From an optimization exercise on the open Yosys and OpenROAD flow, aimed at small area, a short achievable clock period and few clock cycles per item; shortcuts taken in it are not production practice. Only simulation tests tie the RTL to the original design; equivalence was not proved. No activity file was given, so power comes from the tool's default toggle rates.

==> flow/design.v <==
`timescale 1ns / 1ps
package rsp_pkg;
	localparam int MAX_DEPTH_DEF  = 16;
	localparam int COUNT_BITS_DEF = 32;
	localparam logic [2:0] EV_IGNORE = 3'd0;
	localparam logic [2:0] EV_FRAME  = 3'd1;
	localparam logic [2:0] EV_DATA   = 3'd2;
	localparam logic [2:0] EV_VALUE  = 3'd3;
	localparam logic [2:0] EV_ERROR  = 3'd4;
	localparam logic [2:0] K_INT   = 3'd0;
	localparam logic [2:0] K_STR   = 3'd1;
	localparam logic [2:0] K_ERR   = 3'd2;
	localparam logic [2:0] K_BULK  = 3'd3;
	localparam logic [2:0] K_NULL  = 3'd4;
	localparam logic [2:0] K_ARRAY = 3'd5;
	localparam logic [2:0] E_NONE     = 3'd0;
	localparam logic [2:0] E_TOKEN    = 3'd1;
	localparam logic [2:0] E_MARKER   = 3'd2;
	localparam logic [2:0] E_DEEP     = 3'd3;
	localparam logic [2:0] E_OVERFLOW = 3'd4;
	localparam logic [7:0] CH_CR     = 8'h0D;
	localparam logic [7:0] CH_LF     = 8'h0A;
	localparam logic [7:0] CH_COLON  = 8'h3A;
	localparam logic [7:0] CH_PLUS   = 8'h2B;
	localparam logic [7:0] CH_MINUS  = 8'h2D;
	localparam logic [7:0] CH_DOLLAR = 8'h24;
	localparam logic [7:0] CH_USCORE = 8'h5F;
	localparam logic [7:0] CH_STAR   = 8'h2A;
	localparam logic [7:0] CH_ZERO   = 8'h30;
	localparam logic [7:0] CH_NINE   = 8'h39;
	localparam logic [63:0] INT_POS_LIM = 64'h7FFF_FFFF_FFFF_FFFF;
	localparam logic [63:0] INT_NEG_LIM = 64'h8000_0000_0000_0000;
	typedef enum logic [3:0] {
		PH_MARK,
		PH_INT_START,
		PH_INT_BODY,
		PH_COUNT,
		PH_STR,
		PH_NUL_CR,
		PH_LINE_LF,
		PH_BULK_DATA,
		PH_BULK_CR,
		PH_BULK_LF,
		PH_DONE
	} phase_t;
	typedef struct packed {
		logic en;
		logic clear;
		logic push;
		logic close;
	} stk_cmd_t;
	typedef struct packed {
		logic full;
		logic empty_close;
	} stk_stat_t;
endpackage
`timescale 1ns / 1ps
module rsp_digit (
	input  logic [7:0]  data,
	input  logic [4:0]  inj,        
	input  logic [63:0] acc,
	input  logic        neg,
	output logic [63:0] acc_next,
	output logic        int_over,
	output logic        cnt_over
);
	localparam logic [63:0] INT_Q = 64'h0CCC_CCCC_CCCC_CCCC;
	localparam logic [31:0] CNT_Q = 32'h1999_9999;
	logic [3:0]  d;
	logic [63:0] opa, opb;
	assign d        = data[3:0];
	assign opa      = {acc[60:0], inj[4:2]};
	assign opb      = {acc[62:0], inj[1]};
	assign acc_next = opa + opb + 64'(inj[0]);
	assign int_over = neg ? ((acc < ~INT_Q) || ((acc == ~INT_Q) && (d > 4'd8)))
	                      : ((acc > INT_Q) || ((acc == INT_Q) && (d > 4'd7)));
	assign cnt_over = (acc[31:0] > CNT_Q) || ((acc[31:0] == CNT_Q) && (d > 4'd5));
endmodule
module rsp_byte_class (
	input  logic [7:0] data,
	input  logic       neg,
	output logic       is_digit,
	output logic [4:0] inj
);
	logic [3:0] e;
	assign is_digit = (data[7:4] == 4'h3) && ((data[3] == 1'b0) || (data[2:1] == 2'b00));
	always_comb begin
		case ({neg, data[3:0]})
			5'h10:   e = 4'd9;
			5'h11:   e = 4'd8;
			5'h12:   e = 4'd7;
			5'h13:   e = 4'd6;
			5'h14:   e = 4'd5;
			5'h15:   e = 4'd4;
			5'h16:   e = 4'd3;
			5'h17:   e = 4'd2;
			5'h18:   e = 4'd1;
			5'h19:   e = 4'd0;
			default: e = data[3:0];
		endcase
	end
	assign inj = {e[3] ? 3'd7 : e[2:0], e[3], e[3] && e[0]};
endmodule
`timescale 1ns / 1ps
module rsp_stack (
	input  logic        clk,
	input  logic        arst_n,
	input  logic        en,
	input  logic        held,
	input  logic        clear,
	input  logic        push,
	input  logic        close,
	input  logic [31:0] push_val,
	output logic [4:0]  depth,
	output logic        full,
	output logic        empty_close
);
	logic [4:0]  ptr_q;
	logic [31:0] top_q;
	logic        top_one;
	logic [31:0] cnt_q [15];
	logic [14:0] zero_q;
	logic        found;
	logic [31:0] top_dec;
	logic [31:0] sel_cnt;
	assign depth   = ptr_q;
	assign full    = ptr_q[4];
	assign top_dec = top_q - 32'd1;
	assign top_one = top_q == 32'd1;
	logic [14:0] cand, pick, above;
	logic [4:0]  pop_ptr;
	always_comb begin
		for (int i = 0; i < 15; i++) begin
			cand[i] = (5'(i + 1) < ptr_q) && !zero_q[i];
		end
		above[14] = 1'b0;
		for (int i = 13; i >= 0; i--) begin
			above[i] = above[i + 1] || cand[i + 1];
		end
		pick    = cand & ~above;
		found   = |cand;
		sel_cnt = '0;
		pop_ptr = '0;
		for (int i = 0; i < 15; i++) begin
			sel_cnt = sel_cnt | ({32{pick[i]}} & cnt_q[i]);
			pop_ptr = pop_ptr | ({5{pick[i]}} & 5'(i + 1));
		end
	end
	assign empty_close = (ptr_q == 5'd0) || (top_one && !found);
	always_ff @(posedge clk or negedge arst_n) begin
		if (!arst_n) begin
			ptr_q <= '0;
		end else if (en && clear) begin
			ptr_q <= '0;
		end else if (en && push) begin
			ptr_q <= ptr_q + 5'd1;
		end else if (en && close) begin
			if (ptr_q != 5'd0 && !top_one) begin
				ptr_q <= ptr_q;
			end else begin
				ptr_q <= pop_ptr;
			end
		end
	end
	always_ff @(posedge clk) begin
		if (en && push) begin
			top_q <= push_val;
		end else if (en && close && (ptr_q != 5'd0)) begin
			top_q <= top_one ? sel_cnt : top_dec;
		end
	end
	always_ff @(posedge clk) begin
		for (int i = 0; i < 15; i++) begin
			if (held && push && (ptr_q == 5'(i + 1))) begin
				cnt_q[i]  <= top_dec;
				zero_q[i] <= top_one;
			end
		end
	end
endmodule
`timescale 1ns / 1ps
module resp_stream_parser (
	input  logic         clk,
	input  logic         arst_n,
	input  logic         s_tvalid,
	output logic         s_tready,
	input  logic [7:0]   s_tdata,   
	input  logic [0:0]   s_tuser,   
	output logic         m_tvalid,
	input  logic         m_tready,
	output logic [111:0] m_tdata,   
	output logic [5:0]   m_tuser,   
	output logic         m_tlast    
);
	localparam logic [63:0] INT_SAT = 64'h7FFF_FFFF_FFFF_FFFF;
	logic adv, s_fire, load_s1;
	logic valid_s1, valid_s2, valid_sk;
	logic [7:0] data_s1, data_sk, data_ld;
	logic start_s1, start_sk;
	logic digit_s1, digit_ld;
	logic [4:0] inj_s1, inj_ld;
	logic neg_ld;
	rsp_pkg::phase_t phase_q;
	rsp_pkg::phase_t phase_n;
	rsp_pkg::phase_t ph_c;
	logic [2:0]  kind_q, kind_n;
	logic [63:0] acc_q, acc_n;
	logic        a_clr, a_ones, a_next, a_sat, a_inc, a_bload, a_bdec;
	logic        neg_q, neg_n;
	logic        dig_q, dig_n;
	logic [31:0] off_q;
	logic        err_c;
	logic [2:0]  ecode_q, ecode_n;
	logic [2:0] ev;
	logic [2:0] new_code;
	logic       done;
	logic [2:0] ev_s2;
	logic [2:0] kind_s2;
	logic       done_s2;
	logic       numen_s2;
	logic       numen_hi_s2;
	logic [7:0] payload_s2;
	logic [4:0] depth_s2;
	logic        is_digit, int_over, cnt_over;
	assign is_digit = digit_s1;
	logic [63:0] acc_next;
	logic [63:0] acc_inc;
	logic        stk_push, stk_close;
	logic        stk_full, stk_empty_close;
	logic [4:0]  stk_depth;
	logic [31:0] bulk_c;
	assign adv      = valid_s1 && (!valid_s2 || m_tready);
	assign s_tready = !valid_sk;
	assign s_fire   = s_tvalid && !valid_sk;
	assign load_s1  = valid_sk ? adv : (s_fire && (adv || !valid_s1));
	always_ff @(posedge clk or negedge arst_n) begin
		if (!arst_n) begin
			valid_s1 <= 1'b0;
			valid_sk <= 1'b0;
		end else begin
			if (load_s1) begin
				valid_s1 <= 1'b1;
			end else if (adv) begin
				valid_s1 <= 1'b0;
			end
			if (valid_sk) begin
				valid_sk <= !adv;
			end else begin
				valid_sk <= s_fire && valid_s1 && !adv;
			end
		end
	end
	assign data_ld = valid_sk ? data_sk : s_tdata;
	assign neg_ld  = adv ? neg_n : neg_q;
	rsp_byte_class u_class (
		.data     (data_ld),
		.neg      (neg_ld),
		.is_digit (digit_ld),
		.inj      (inj_ld)
	);
	always_ff @(posedge clk) begin
		if (load_s1) begin
			data_s1  <= data_ld;
			start_s1 <= valid_sk ? start_sk : s_tuser[0];
			digit_s1 <= digit_ld;
			inj_s1   <= inj_ld;
		end
		if (!valid_sk) begin
			data_sk  <= s_tdata;
			start_sk <= s_tuser[0];
		end
	end
	assign ph_c   = start_s1 ? rsp_pkg::PH_MARK : phase_q;
	assign err_c  = !start_s1 && (ecode_q != rsp_pkg::E_NONE);
	assign bulk_c = acc_q[63:32];
	rsp_digit u_digit (
		.data     (data_s1),
		.inj      (inj_s1),
		.acc      (acc_q),
		.neg      (neg_q),
		.acc_next (acc_next),
		.int_over (int_over),
		.cnt_over (cnt_over)
	);
	rsp_stack u_stack (
		.clk         (clk),
		.arst_n      (arst_n),
		.en          (adv),
		.held        (valid_s1),
		.clear       (start_s1),
		.push        (stk_push),
		.close       (stk_close),
		.push_val    (acc_q[31:0]),
		.depth       (stk_depth),
		.full        (stk_full),
		.empty_close (stk_empty_close)
	);
	always_comb begin
		phase_n   = ph_c;
		kind_n    = kind_q;
		a_clr     = 1'b0;
		a_ones    = 1'b0;
		a_next    = 1'b0;
		a_sat     = 1'b0;
		a_inc     = 1'b0;
		a_bload   = 1'b0;
		a_bdec    = 1'b0;
		neg_n     = neg_q;
		dig_n     = dig_q;
		ecode_n   = start_s1 ? rsp_pkg::E_NONE : ecode_q;
		ev        = rsp_pkg::EV_FRAME;
		new_code  = rsp_pkg::E_NONE;
		stk_push  = 1'b0;
		stk_close = 1'b0;
		done      = 1'b0;
		if (err_c) begin
			ev = rsp_pkg::EV_IGNORE;
		end else begin
			case (ph_c)
				rsp_pkg::PH_MARK: begin
					a_clr = 1'b1;
					neg_n = 1'b0;
					dig_n = 1'b0;
					case (data_s1)
						rsp_pkg::CH_COLON: begin
							kind_n  = rsp_pkg::K_INT;
							phase_n = rsp_pkg::PH_INT_START;
						end
						rsp_pkg::CH_PLUS: begin
							kind_n  = rsp_pkg::K_STR;
							phase_n = rsp_pkg::PH_STR;
						end
						rsp_pkg::CH_MINUS: begin
							kind_n  = rsp_pkg::K_ERR;
							phase_n = rsp_pkg::PH_STR;
						end
						rsp_pkg::CH_DOLLAR: begin
							kind_n  = rsp_pkg::K_BULK;
							phase_n = rsp_pkg::PH_COUNT;
						end
						rsp_pkg::CH_USCORE: begin
							kind_n  = rsp_pkg::K_NULL;
							phase_n = rsp_pkg::PH_NUL_CR;
						end
						rsp_pkg::CH_STAR: begin
							kind_n  = rsp_pkg::K_ARRAY;
							phase_n = rsp_pkg::PH_COUNT;
						end
						default: begin
							ev       = rsp_pkg::EV_ERROR;
							new_code = rsp_pkg::E_MARKER;
						end
					endcase
				end
				rsp_pkg::PH_INT_START, rsp_pkg::PH_INT_BODY: begin
					if ((ph_c == rsp_pkg::PH_INT_START) &&
					    ((data_s1 == rsp_pkg::CH_PLUS) || (data_s1 == rsp_pkg::CH_MINUS))) begin
						neg_n   = data_s1 == rsp_pkg::CH_MINUS;
						a_ones  = data_s1 == rsp_pkg::CH_MINUS;
						a_clr   = data_s1 != rsp_pkg::CH_MINUS;
						phase_n = rsp_pkg::PH_INT_BODY;
					end else if (is_digit) begin
						a_sat   = int_over;
						a_next  = !int_over;
						dig_n   = 1'b1;
						phase_n = rsp_pkg::PH_INT_BODY;
					end else if ((data_s1 == rsp_pkg::CH_CR) && ((ph_c == rsp_pkg::PH_INT_START) || dig_q)) begin
						a_inc   = neg_q;
						phase_n = rsp_pkg::PH_LINE_LF;
					end else begin
						ev       = rsp_pkg::EV_ERROR;
						new_code = rsp_pkg::E_TOKEN;
					end
				end
				rsp_pkg::PH_COUNT: begin
					if (is_digit) begin
						a_next = 1'b1;
						if (cnt_over) begin
							ev       = rsp_pkg::EV_ERROR;
							new_code = rsp_pkg::E_OVERFLOW;
						end
					end else if (data_s1 == rsp_pkg::CH_CR) begin
						phase_n = rsp_pkg::PH_LINE_LF;
					end else begin
						ev       = rsp_pkg::EV_ERROR;
						new_code = rsp_pkg::E_TOKEN;
					end
				end
				rsp_pkg::PH_STR: begin
					if (data_s1 == rsp_pkg::CH_CR) begin
						phase_n = rsp_pkg::PH_LINE_LF;
					end else if (data_s1 == rsp_pkg::CH_LF) begin
						ev       = rsp_pkg::EV_ERROR;
						new_code = rsp_pkg::E_TOKEN;
					end else begin
						ev = rsp_pkg::EV_DATA;
					end
				end
				rsp_pkg::PH_NUL_CR, rsp_pkg::PH_BULK_CR: begin
					if (data_s1 == rsp_pkg::CH_CR) begin
						phase_n = (ph_c == rsp_pkg::PH_NUL_CR) ? rsp_pkg::PH_LINE_LF : rsp_pkg::PH_BULK_LF;
					end else begin
						ev       = rsp_pkg::EV_ERROR;
						new_code = rsp_pkg::E_TOKEN;
					end
				end
				rsp_pkg::PH_BULK_DATA: begin
					ev                 = rsp_pkg::EV_DATA;
					a_bdec             = 1'b1;
					if (bulk_c == 32'd1) begin
						phase_n = rsp_pkg::PH_BULK_CR;
					end
				end
				rsp_pkg::PH_LINE_LF, rsp_pkg::PH_BULK_LF: begin
					if (data_s1 != rsp_pkg::CH_LF) begin
						ev       = rsp_pkg::EV_ERROR;
						new_code = rsp_pkg::E_TOKEN;
					end else if ((ph_c == rsp_pkg::PH_LINE_LF) && (kind_q == rsp_pkg::K_BULK)) begin
						a_bload      = 1'b1;
						phase_n      = (acc_q[31:0] == 32'd0) ? rsp_pkg::PH_BULK_CR : rsp_pkg::PH_BULK_DATA;
					end else if ((ph_c == rsp_pkg::PH_LINE_LF) && (kind_q == rsp_pkg::K_ARRAY) &&
					             (acc_q[31:0] != 32'd0)) begin
						if (stk_full) begin
							ev       = rsp_pkg::EV_ERROR;
							new_code = rsp_pkg::E_DEEP;
						end else begin
							stk_push = 1'b1;
							ev       = rsp_pkg::EV_VALUE;
							phase_n  = rsp_pkg::PH_MARK;
						end
					end else begin
						ev = rsp_pkg::EV_VALUE;
						stk_close = 1'b1;
						done      = stk_empty_close;
						phase_n   = stk_empty_close ? rsp_pkg::PH_DONE : rsp_pkg::PH_MARK;
					end
				end
				default: begin
					ev = rsp_pkg::EV_IGNORE;
				end
			endcase
			if (ev == rsp_pkg::EV_ERROR) begin
				ecode_n = new_code;
			end
		end
	end
	always_comb begin
		acc_inc[0] = !acc_q[0];
		for (int i = 1; i < 64; i++) begin
			acc_inc[i] = acc_q[i] ^ (&(acc_q | ~((64'd1 << i) - 64'd1)));
		end
	end
	always_comb begin
		logic a_keep_lo, a_keep_hi;
		a_keep_lo = !(a_clr || a_ones || a_next || a_sat || a_inc);
		a_keep_hi = a_keep_lo && !a_bload && !a_bdec;
		acc_n = ({64{a_next}} & acc_next) |
		        ({64{a_sat}} & INT_SAT) |
		        {64{a_ones}} |
		        ({64{a_inc}} & acc_inc) |
		        ({a_keep_hi ? acc_q[63:32] : 32'd0, a_keep_lo ? acc_q[31:0] : 32'd0}) |
		        {a_bload ? acc_q[31:0] : 32'd0, 32'd0} |
		        {a_bdec ? (bulk_c - 32'd1) : 32'd0, 32'd0};
	end
	always_ff @(posedge clk or negedge arst_n) begin
		if (!arst_n) begin
			phase_q <= rsp_pkg::PH_MARK;
			ecode_q <= rsp_pkg::E_NONE;
			off_q   <= '1;
		end else if (adv) begin
			phase_q <= phase_n;
			ecode_q <= ecode_n;
			off_q   <= start_s1 ? 32'd0 : (off_q + 32'd1);
		end
	end
	always_ff @(posedge clk) begin
		if (adv) begin
			kind_q <= kind_n;
			acc_q  <= acc_n;
			neg_q  <= neg_n;
			dig_q  <= dig_n;
		end
	end
	always_ff @(posedge clk or negedge arst_n) begin
		if (!arst_n) begin
			valid_s2 <= 1'b0;
		end else if (adv) begin
			valid_s2 <= 1'b1;
		end else if (m_tready) begin
			valid_s2 <= 1'b0;
		end
	end
	always_ff @(posedge clk) begin
		if (adv) begin
			ev_s2      <= ev;
			kind_s2    <= ((ev == rsp_pkg::EV_FRAME) || (ev == rsp_pkg::EV_DATA) || (ev == rsp_pkg::EV_VALUE)) ?
			              kind_n : rsp_pkg::K_INT;
			done_s2    <= done;
			numen_s2   <= (ev == rsp_pkg::EV_VALUE) && (kind_n != rsp_pkg::K_STR) &&
			              (kind_n != rsp_pkg::K_ERR) && (kind_n != rsp_pkg::K_NULL);
			numen_hi_s2 <= (ev == rsp_pkg::EV_VALUE) && (kind_n == rsp_pkg::K_INT);
			payload_s2 <= (ev == rsp_pkg::EV_DATA) ? data_s1 : 8'd0;
			depth_s2   <= start_s1 ? 5'd0 : stk_depth;
		end
	end
	assign m_tvalid = valid_s2;
	assign m_tdata  = {off_q, ecode_q, depth_s2, numen_hi_s2 ? acc_q[63:32] : 32'd0, numen_s2 ? acc_q[31:0] : 32'd0, payload_s2};
	assign m_tuser  = {kind_s2, ev_s2};
	assign m_tlast  = done_s2;
endmodule
==> flow/run.sh <==
#!/bin/bash
# synth_recipe.tcl (not shown) runs the flow's synth.tcl, then flattens the netlist and writes it again
# the make line also repeats each setting of config.mk as NAME=value (left out here)
make -C /OpenROAD-flow-scripts/flow DESIGN_CONFIG=/design/flow/config.mk WORK_HOME=/design/flow/orfs CLKGATE_MAP_FILE= SYNTH_SCRIPT=/design/flow/synth_recipe.tcl finish
==> flow/config.mk <==
export PLATFORM = sky130hd
export DESIGN_NAME = resp_stream_parser
export DESIGN_NICKNAME = resp_stream_parser
export VERILOG_FILES = /design/flow/design.v
export SDC_FILE = /design/flow/constraint.sdc
export NUM_CORES = 4
export LEC_CHECK = 0
export CAP_MARGIN = 20
export CORE_MARGIN = 2
export CORE_UTILIZATION = 55
export SETUP_SLACK_MARGIN = 5
export SLEW_MARGIN = 20
export TNS_END_PERCENT = 50
==> flow/constraint.sdc <==
create_clock -name core_clock -period 8.5 [get_ports {clk}]
set_input_delay 1.7000 -clock core_clock [delete_from_list [all_inputs] [get_ports {clk}]]
set_output_delay 1.7000 -clock core_clock [all_outputs]
set_load 0.01 [all_outputs]
==> metrics list, run 1 <==
- Final HPWL DP: 73.6 mm
- Port buffering added 133 buffers.
- In this run, distinct cell masters in the synthesized netlist total 99.
- For this run, global-route usage on met2 was measured as 0.538.
- CP Max Fanout: 10
* First-pass GRT wire length: 179 mm
- Arr. time, crit path: between 2 and 2.5 ns
- For this run, the slowest stage of the critical path takes 0.54 ns.
- Entering global routing, the biggest net connects 55 pins.
* Place WS: 4.02 ns
* Max stage delay cell, worst path: sky130_fd_sc_hd__clkdlybuf4s50_1
- The critical path in this run is classified as reg2out.
* DP Area: 38100 um2
- After clock tree synthesis, the clock-pin slew on the worst setup and hold paths is 0.07 ns.
* Worst IR Drop VDD: 0.319 mV
- Time the worst path needs with I/O delays and setup: about 3.7 ns
* Area overhead of the layout relative to synthesis: 26.3%
- STA classifies the critical path startpoint as a flip-flop.
- The die covers 66900 um2.
- For this configuration, the core starts out at a cell density of 0.554.
* Crit share post-route: 0.436
- DIE WIDTH: around 260 um
* Asr flop ratio synth: 0.0682
* Global routing usage summed across all routing layers: 0.353
* Actual transition at the worst max-transition pin: 1.09 ns
- The detail route stage leaves a number of antenna-violating nets equal to 0.
- LEAKAGE: between 15 and 20 nW
- TritonCTS built the clock tree.
- Synthesis handed over a netlist of 3220 instances.
- The worst setup path is captured at a primary output.
- Floorplan die height: 259 um
* Met3 GRT Util: 0.0807
* Fraction of the yosys area taken by sequential cells: 0.572
- Commonest non-fill, non-tap cell in the layout: sky130_fd_sc_hd__edfxtp_1
* Syn Nets: 3316
* Final sum of negative setup slack: 0 ns
- The floorplan has 93 rows.
- Maximum frequency from static timing analysis: 270 MHz
* Clock latency at the later pin of the worst-skew pair: 0.64 ns
* Met1 layer usage reported by global route: 0.497
* Cell-by-cell trace of the critical path: buf_6 > and2_1 > clkdlybuf4s50_1
- In the final layout, the share of cells above drive strength 1 is 0.231.
* Slew headroom: 0.269
- Setup violations remaining at the end of the flow were counted as 0.
* Number of flops mapped to enable cells by yosys: 632
* Wire per inst: 27.8 um
- Vias: slightly above 30000
- After detailed routing, the total wire length is about 130 mm.
- After detailed routing, the number of remaining DRC violations is 0.
- For this block, the initial DRC count from the detailed router was about 5100.
- For the worst setup path, the data required time is 6.80 ns.
- Total number of nets in the final design: between 3000 and 4000
- Total count of max-transition violations in the final report: 0
- Max-cap violations: 0
* Via density per instance: 6.88
* Buffers from clock root to sink, at most: 3
* Final critical-path setup slack: approximately 4.8 ns
* Global-route layer with the greatest usage: met2
- Setup repair after global routing could not meet its margin everywhere.
* Iteration count of the initial detailed-routing pass: 8
- A synthesized cell averages 11.1 um2.
* Leading register cell type out of synthesis: sky130_fd_sc_hd__edfxtp_1
* IO Count: 134
- Clock tree synthesis inserted a total of between 70 and 80 buffers.
- Clock tree synthesis selected as its root buffer the cell sky130_fd_sc_hd__clkbuf_16.
- Power spread over the standard cell area amounts to around 320 nW/um2.
- The synthesized design contains 689 register bits.
- Final count of hold timing violations: 0
- Run status: no timing/DRC/antenna violations
- Yosys warning count: 4
- The clock tree synthesis step divided the H-tree into 3 levels.
- Number of antenna violations at the first check in global routing: 2
* Core outline area: 64300 um2
- Cell Area, Synth: 35700 um2
- The number of global-route vias before repair came to 28583.
* Gr ovfl total: 0
- The library cells used most frequently in the layout, excluding fill and tap cells, are sky130_fd_sc_hd__edfxtp_1 (632), sky130_fd_sc_hd__buf_4 (296), sky130_fd_sc_hd__nor2_1 (287).
* Worst-case clock skew: between 0.03 and 0.04 ns
- At the end of routability-driven placement, the weighted congestion stood at 1.02.
- The finished cells cover roughly 45000 um2.
- For this design, the sink count on the clock tree is between 600 and 700.
* Hold WC Path Type: reg2reg
critical path, delay by kind of cell (launching register included):
family	cells	cell delay [ns]
buffers and inverters	2	0.77
flip-flops	1	0.43
AND/OR/NAND/NOR	1	0.17
state kept, by name (all words and copies together), names as in the netlist, 3 cells and up:
signal / flops
u_stack.cnt_q: 480
acc_q: 64
off_q: 32
u_stack.top_q: 32
u_stack.zero_q: 15
data_s1: 8
data_sk: 8
payload_s2: 8
depth_s2: 5
inj_s1: 5
u_stack.ptr_q: 5
phase_q: 4
ecode_q: 3
ev_s2: 3
kind_q: 3
kind_s2: 3
cells in the mapped netlist (all sizes together) (8+ instances only):
library cell	number	area, um2
a22oi	9	67.6
or3	19	124
o21ai	196	981
ha	81	1010
o2bb2ai	32	280
a31oi	30	188
mux2	8	90.1
clkbuf	161	607
nor2	311	1180
nor4	44	330
o21bai	9	67.6
xor2	79	692
xnor2	53	464
nor3	87	440
dfstp	32	841
dfxtp	10	200
dfrtp	15	375
a222oi	64	641
nand2	280	1050
o21a	9	67.6
nor2b	29	184
a221oi	78	689
or4	13	109
a21oi	190	962
a2111oi	12	118
or2	17	106
and3	61	382
buf	48	260
inv	57	214
o22ai	10	62.6
and4	20	175
nand3	81	405
edfxtp	632	19000
nand2b	15	93.8
o211ai	44	335
nor3b	10	80.1
o31ai	19	143
a21o	49	368
a211oi	23	185
and2	96	601
nand4	79	494
kinds of logic (layout without fill, tap and decap cells):
family,Yosys count,in the layout,share of synthesized area
other,0,2,0
AND/OR/NAND/NOR,1188,1188,0.168
multiplexers,15,15,0.00449
flip-flops,689,689,0.572
buffers and inverters,266,695,0.0303
AO/OA/AOI/OAI,847,847,0.164
XOR/XNOR,132,132,0.0324
adder cells (fa/ha/maj),83,83,0.0295
per-layer routing:
layer / wire length (um) / vias to the layer above / share of wire
li1: - / 13160 / -
met1: 48500 / 15118 / 0.39
met2: 55300 / 2295 / 0.44
met3: 16000 / 442 / 0.13
met4: 5610 / 2 / 0.045
met5: 62 / - / 0.00049
stage by stage:
stage	std cells	util	hold WS (ns)	power, mW
floorplan	3220	-	0.446	7.73
global placement	4065	0.591	0.458	9.27
detailed placement	4067	0.592	0.464	9.32
CTS	4405	0.669	0.477	13.4
global route	4504	0.700	0.499	14.8
finish	4506	0.700	0.473	14.3
final cells by class:
cell class / count / area, um2
Clock inverter: 36 / 387
Tap cell: 855 / 1070
Multi-Input combinational cell: 2265 / 16200
Clock buffer: 96 / 1970
Antenna cell: 2 / 5.00
Sequential cell: 689 / 20400
Timing Repair Buffer: 506 / 4780
Fill cell: 4605 / 19300
Inverter: 57 / 228
report_power, final:
part	switching, mW	leakage, nW	total [mW]	internal, mW
Combinational	4.02	8.42	6.79	2.77
Sequential	0.310	6.92	4.38	4.07
Clock	1.36	1.14	3.16	1.80
Total	5.69	16.5	14.3	8.63
repair_timing:
| item | 4_1_cts | 5_1_grt |
|---|---|---|
| pin swaps | 43 | 73 |
| gates resized for setup | 211 | 249 |
| buffers inserted | 204 | 85 |
| hold buffers | 0 | 0 |
| endpoints found under the setup margin | 720 | 533 |
| gates cloned | 2 | 14 |
worst paths after layout:
path | start | endpoint | slack, ns | cells past startpoint
setup / recovery | acc_q[23]$_DFFE_PP_ | m_tdata[31] | 4.79 | 3
hold / removal | start_sk$_DFF_P_ | start_sk$_DFF_P_ | 0.47 | 1
setup reg to reg | acc_q[26]$_DFFE_PP_ | acc_q[57]$_DFFE_PP_ | 4.86 | 10
hold reg to reg | start_sk$_DFF_P_ | start_sk$_DFF_P_ | 0.47 | 1
max in group asynchronous | arst_n | valid_sk$_DFF_PN0_ | 6.94 | 1
min in group asynchronous | arst_n | u_stack.ptr_q[2]$_DFFE_PN0P_ | 1.09 | 1
Testbench counts, summed over its fixed seeds: cycles 320,543, items 320,527.
==> run 2, diff against run 1 <==
--- a/flow/config.mk
+++ b/flow/config.mk
@@ -8,6 +8,7 @@
 export CAP_MARGIN = 20
 export CORE_MARGIN = 2
-export CORE_UTILIZATION = 55
+export CORE_UTILIZATION = 60
+export CTS_CLUSTER_DIAMETER = 60
+export CTS_CLUSTER_SIZE = 20
 export SETUP_SLACK_MARGIN = 5
 export SLEW_MARGIN = 20
-export TNS_END_PERCENT = 50
==> metrics list, run 2 <==
* CP Max Fanout: 6 (-4)
- Buffers on Ports: 133 (unchanged)
- The final number of setup-violating endpoints was 0 (unchanged).
- The total clock sinks came to 689 (unchanged).
- Area overhead of the layout relative to synthesis: 23.5%
* Setup repair after global routing missed its margin: true
- DP Area: 37900 um2 (-0.40%)
- The maximum resistive drop on vdd was 0.229 mV (-28%).
- Run status: no timing/DRC/antenna violations
* Max-cap violations: 0 (unchanged)
- Clock-pin slew of the registers on the worst-case setup and hold paths: 0.08 ns (about the same)
- The cell area power density was 307 nW/um2 (-3.3%).
* Maximum frequency from static timing analysis: 260 MHz (-3.6%)
- The slack of the critical path is 4.65 ns (-0.138 ns).
* Core outline area: 58900 um2 (-8.5%)
- The wire length after detailed routing came to 125 mm (-0.18%).
- Number of H-tree branching levels: 2 (-1)
- The total net switching power was 5.61 mW (-1.4%).
- The count of boundary I/O pins was 134 (unchanged).
- TritonCTS built the clock tree.
- The number of flip-flops under the largest register name came to 480 (unchanged).
- Starting utilization of the core area: 0.606 (+0.0512)
* Largest stage delay, worst path: 0.51 ns (-0.03 ns)
- Via count of the first global-routing pass: 28696 (+0.40%)
- The area fraction of the dominant cell type after synthesis was 0.532 (unchanged).
- DRC viols: 0 (unchanged)
- Hold WC Path Type: reg2reg
- The required time of the worst setup path was 8.85 ns (+2.05 ns).
- DIE WIDTH: 248 um (-4.2%)
* First-iteration detailed-routing DRC count: 5457 (+6.8%)
* Cell-by-cell trace of the critical path: buf_4 > ha_2 > a21oi_1 > o21ai_0 > a41o_1 > o2111a_2 > o21ai_4 > a31oi_4 > o41a_1 > a31oi_1 > xor2_1 > o2111ai_1
- Final count of hold timing violations: 0 (unchanged)
* Met1 layer usage reported by global route: 0.527 (+0.0304)
- Total number of nets in the final design: 3687 (-0.054%)
* Worst-case clock skew: 0.0435 ns (+0.00744 ns)
- The slew of the pin with the lowest slew margin is 1.07 ns (-0.0228 ns).
- Top cell types by occurrence after synthesis: sky130_fd_sc_hd__edfxtp_1 (632), sky130_fd_sc_hd__nor2_1 (309), sky130_fd_sc_hd__nand2_1 (279)
* Post-cts hold buffer count: 0 (unchanged)
- Among all flip-flop cells after synthesis, the most frequent one is sky130_fd_sc_hd__edfxtp_1.
- Total count of max-transition violations in the final report: 0 (unchanged)
* Asr flop ratio synth: 0.0682 (unchanged)
- Clock power share: 0.175 (-0.046)
- Cell Area, Synth: 35700 um2 (unchanged)
* Final sum of negative setup slack: 0 ns (unchanged)
- Library cells used by synthesis: 99 (unchanged)
- Summed over all instances, the cell type with the most area after synthesis is sky130_fd_sc_hd__edfxtp_1.
- Type of destination of the critical path: flip-flop
- The gate count after technology mapping came to 3220 (unchanged).
* Slew headroom: 0.284 (+0.0152)
* Place WS: 3.45 ns (-0.570 ns)
- Area of the die: 61400 um2 (-8.2%)
- The initial antenna violation count came to 6 (+4).
- Post-DRT Antenna Nets: 0 (unchanged)
- The detail-routed via count per cell came to 7.11 (+3.3%).
- The via count is 31214 (+0.64%).
- Clock latency at the later pin of the worst-skew pair: 0.66 ns (+0.02 ns)
- Utilization of the core after routing: 0.748 (+0.0479)
- The largest registers in the layout are u_stack.cnt_q (480), acc_q (64).
- The final period demand of the worst path is 3.85 ns (+0.138 ns).
- The routability-driven placement congestion ratio was 0.956 (-5.9%).
- The portion of total power attributed to combinational logic is 0.505 (+0.031).
* Power Internal: 7.94 mW (-8.1%)
- Global routing usage summed across all routing layers: 0.381 (+0.0277)
* Cts bufs inserted: 47 (-36%)
* Synth top area cells: sky130_fd_sc_hd__edfxtp_1 (53%), sky130_fd_sc_hd__nor2_1 (3.3%), sky130_fd_sc_hd__nand2_1 (2.9%)
* Global-route layer with the greatest usage: met2
- The number of nets in the synthesized netlist came to 3316 (unchanged).
- Crit share post-route: 0.453 (+0.0162)
- Commonest non-fill, non-tap cell in the layout: sky130_fd_sc_hd__edfxtp_1
* Overall power after layout: 13.5 mW (-5.4%)
- The final HPWL from detailed placement came to 69.6 mm (-5.4%).
- By instance count, the leading cell after synthesis is sky130_fd_sc_hd__edfxtp_1.
- The share of cells above drive strength 1 came to 0.239 (+0.00763).
- Share of total power in sequential cells: 0.321 (+0.016)
- Gr ovfl total: 0 (unchanged)
- The critical path in this run is classified as reg2reg.
- Number of flops mapped to enable cells by yosys: 632 (unchanged)
* Fraction of the yosys area taken by sequential cells: 0.572 (unchanged)
* Pin count of the biggest net entering global routing: 55 (unchanged)
* Biggest register: u_stack.cnt_q
- The buffer levels on the longest clock path is 3 (unchanged).
* Most frequent cells in the layout: sky130_fd_sc_hd__edfxtp_1 (632), sky130_fd_sc_hd__buf_4 (326), sky130_fd_sc_hd__nor2_1 (282)
* Crit start category: flip-flop
- LEAKAGE: 16.2 nW (-1.6%)
* Yosys warning count: 4 (unchanged)
- The per-instance average area after synthesis came to 11.1 um2 (unchanged).
* Met3 GRT Util: 0.0932 (+0.0125)
* Wire per inst: 28.5 um (+2.5%)
- The number of placement rows is 89 (-4.3%).
* Met2 routing resource usage after global routing: 0.580 (+0.0423)
- For this design, the slowest cell found on the critical path is sky130_fd_sc_hd__o41a_1.
- In this run the clock root is driven by a sky130_fd_sc_hd__clkbuf_16.
* Floorplan die height: 248 um (-4.2%)
* First-pass GRT wire length: 175 mm (-1.9%)
- Post-route cell area: 44100 um2 (-2.2%)
- Arr. time, crit path: 4.20 ns (+2.19 ns)
- Yosys reg bits: 689 (unchanged)
- The number of iterations in the first detailed-routing pass was 10 (+2).
- The switching power share of the total came to 0.414 (+0.0168).
## run 2: cell counts after synthesis
Identical to the previous run, type by type.
## run 2: worst paths after layout
| check | startpoint | to | slack (ns) | cells past startpoint |
|---|---|---|---|---|
| worst max-delay path | acc_q[8]$_DFFE_PP_ | acc_q[56]$_DFFE_PP_ | 4.65 | 12 |
| worst min-delay path | start_sk$_DFF_P_ | start_sk$_DFF_P_ | 0.48 | 1 |
| worst max register to register | acc_q[8]$_DFFE_PP_ | acc_q[56]$_DFFE_PP_ | 4.65 | 12 |
| worst min register to register | start_sk$_DFF_P_ | start_sk$_DFF_P_ | 0.48 | 1 |
| max in group asynchronous | arst_n | u_stack.ptr_q[4]$_DFFE_PN0P_ | 6.88 | 2 |
| min in group asynchronous | arst_n | u_stack.ptr_q[2]$_DFFE_PN0P_ | 1.17 | 2 |
## run 2: timing repair
item	4_1_cts	5_1_grt
gates resized for setup	328	234
buffers inserted	224	95
setup endpoints to repair	739	599
gates cloned	6	13
pin swaps	34	72
## run 2: logic make-up (layout without fill, tap and decap cells)
group	after synthesis	in the layout	synth area share
other	0	4	0
buffers and inverters	266	658	0.0303
DFF	689	689	0.572
muxes	15	15	0.00449
xor gates and xnor gates	132	132	0.0324
AOI/OAI and AO/OA	847	847	0.164
and+or+nand+nor	1188	1188	0.168
adders and majority gates	83	83	0.0295
## run 2: power by group through the flow
| stage | sequential (mW) | combinational, mW | clock [mW] |
|---|---|---|---|
| global placement | 4.96 | 4.25 | 0 |
| finish | 4.35 | 6.84 | 2.36 |
| detailed placement | 4.97 | 4.33 | 0 |
| CTS | 4.33 | 5.88 | 2.37 |
| global route | 4.37 | 7.16 | 2.48 |
| floorplan | 4.37 | 3.36 | 0 |
## run 2: area by class of cell
cell class / count / area (um2)
clock buffers: 52 / 1240
multi-input cells: 2265 / 16100
diodes: 4 / 10.0
fillers: 3875 / 14800
well taps: 773 / 967
flip-flops and latches: 689 / 20400
repair buffers: 531 / 4870
inverters: 57 / 225
clock inverters: 18 / 267
## run 2: metrics by stage
step	hold WS, ns	instances
floorplan	0.446	3220
global placement	0.466	3974
detailed placement	0.464	3977
CTS	0.483	4277
global route	0.515	4385
finish	0.479	4389
## run 2: critical path: cells and delay by family (launching register included)
kind / cells / cell delay, ns
DFF: 1 / 0.47
xor gates and xnor gates: 1 / 0.18
adders and majority gates: 1 / 0.32
buffers and inverters: 1 / 0.19
AOI/OAI and AO/OA: 9 / 2.41
## run 2: per-layer routing
metal,wire [um],vias to the layer above
li1,-,13125
met2,55200,2602
met4,6390,2
met1,45900,14978
met5,13,-
met3,17800,507

-- what the ideal ports hide --
How much do the figures lean on ideal ports? The routed layouts below were timed once more, with nothing changed but the port constraints. Step 1 (the two cells are an assumption about what drives the block):
set clk [get_ports {clk}]
set_driving_cell -lib_cell sky130_fd_sc_hd__clkbuf_16 $clk
set_driving_cell -lib_cell sky130_fd_sc_hd__buf_2 [delete_from_list [all_inputs] $clk]
Step 2 moves the port delays by t, midway between the first and last clock arrival at a register: inputs arrive t later, outputs are due t later. That takes back most of the time a late clock gives input paths. a / b / c = ideal ports / drivers / drivers and shift; a / b = the first two.
run | t (ns) | setup WS [ns] | worst setup path at the end | clock arrival spread, ns | slew at the worst register clock pin (ns)
run 1 | 0.692 | 4.790 / 4.720 / 4.366 | input to register | 0.036 / 0.037 | 0.07 / 0.07
run 2 | 0.705 | 4.652 / 4.652 / 4.293 | input to register | 0.044 / 0.044 | 0.09 / 0.09
After both steps every run listed still meets setup and hold. The setup slack of run 1, which loses most, moves by -0.070 ns with the drivers and by -0.424 ns with both steps.
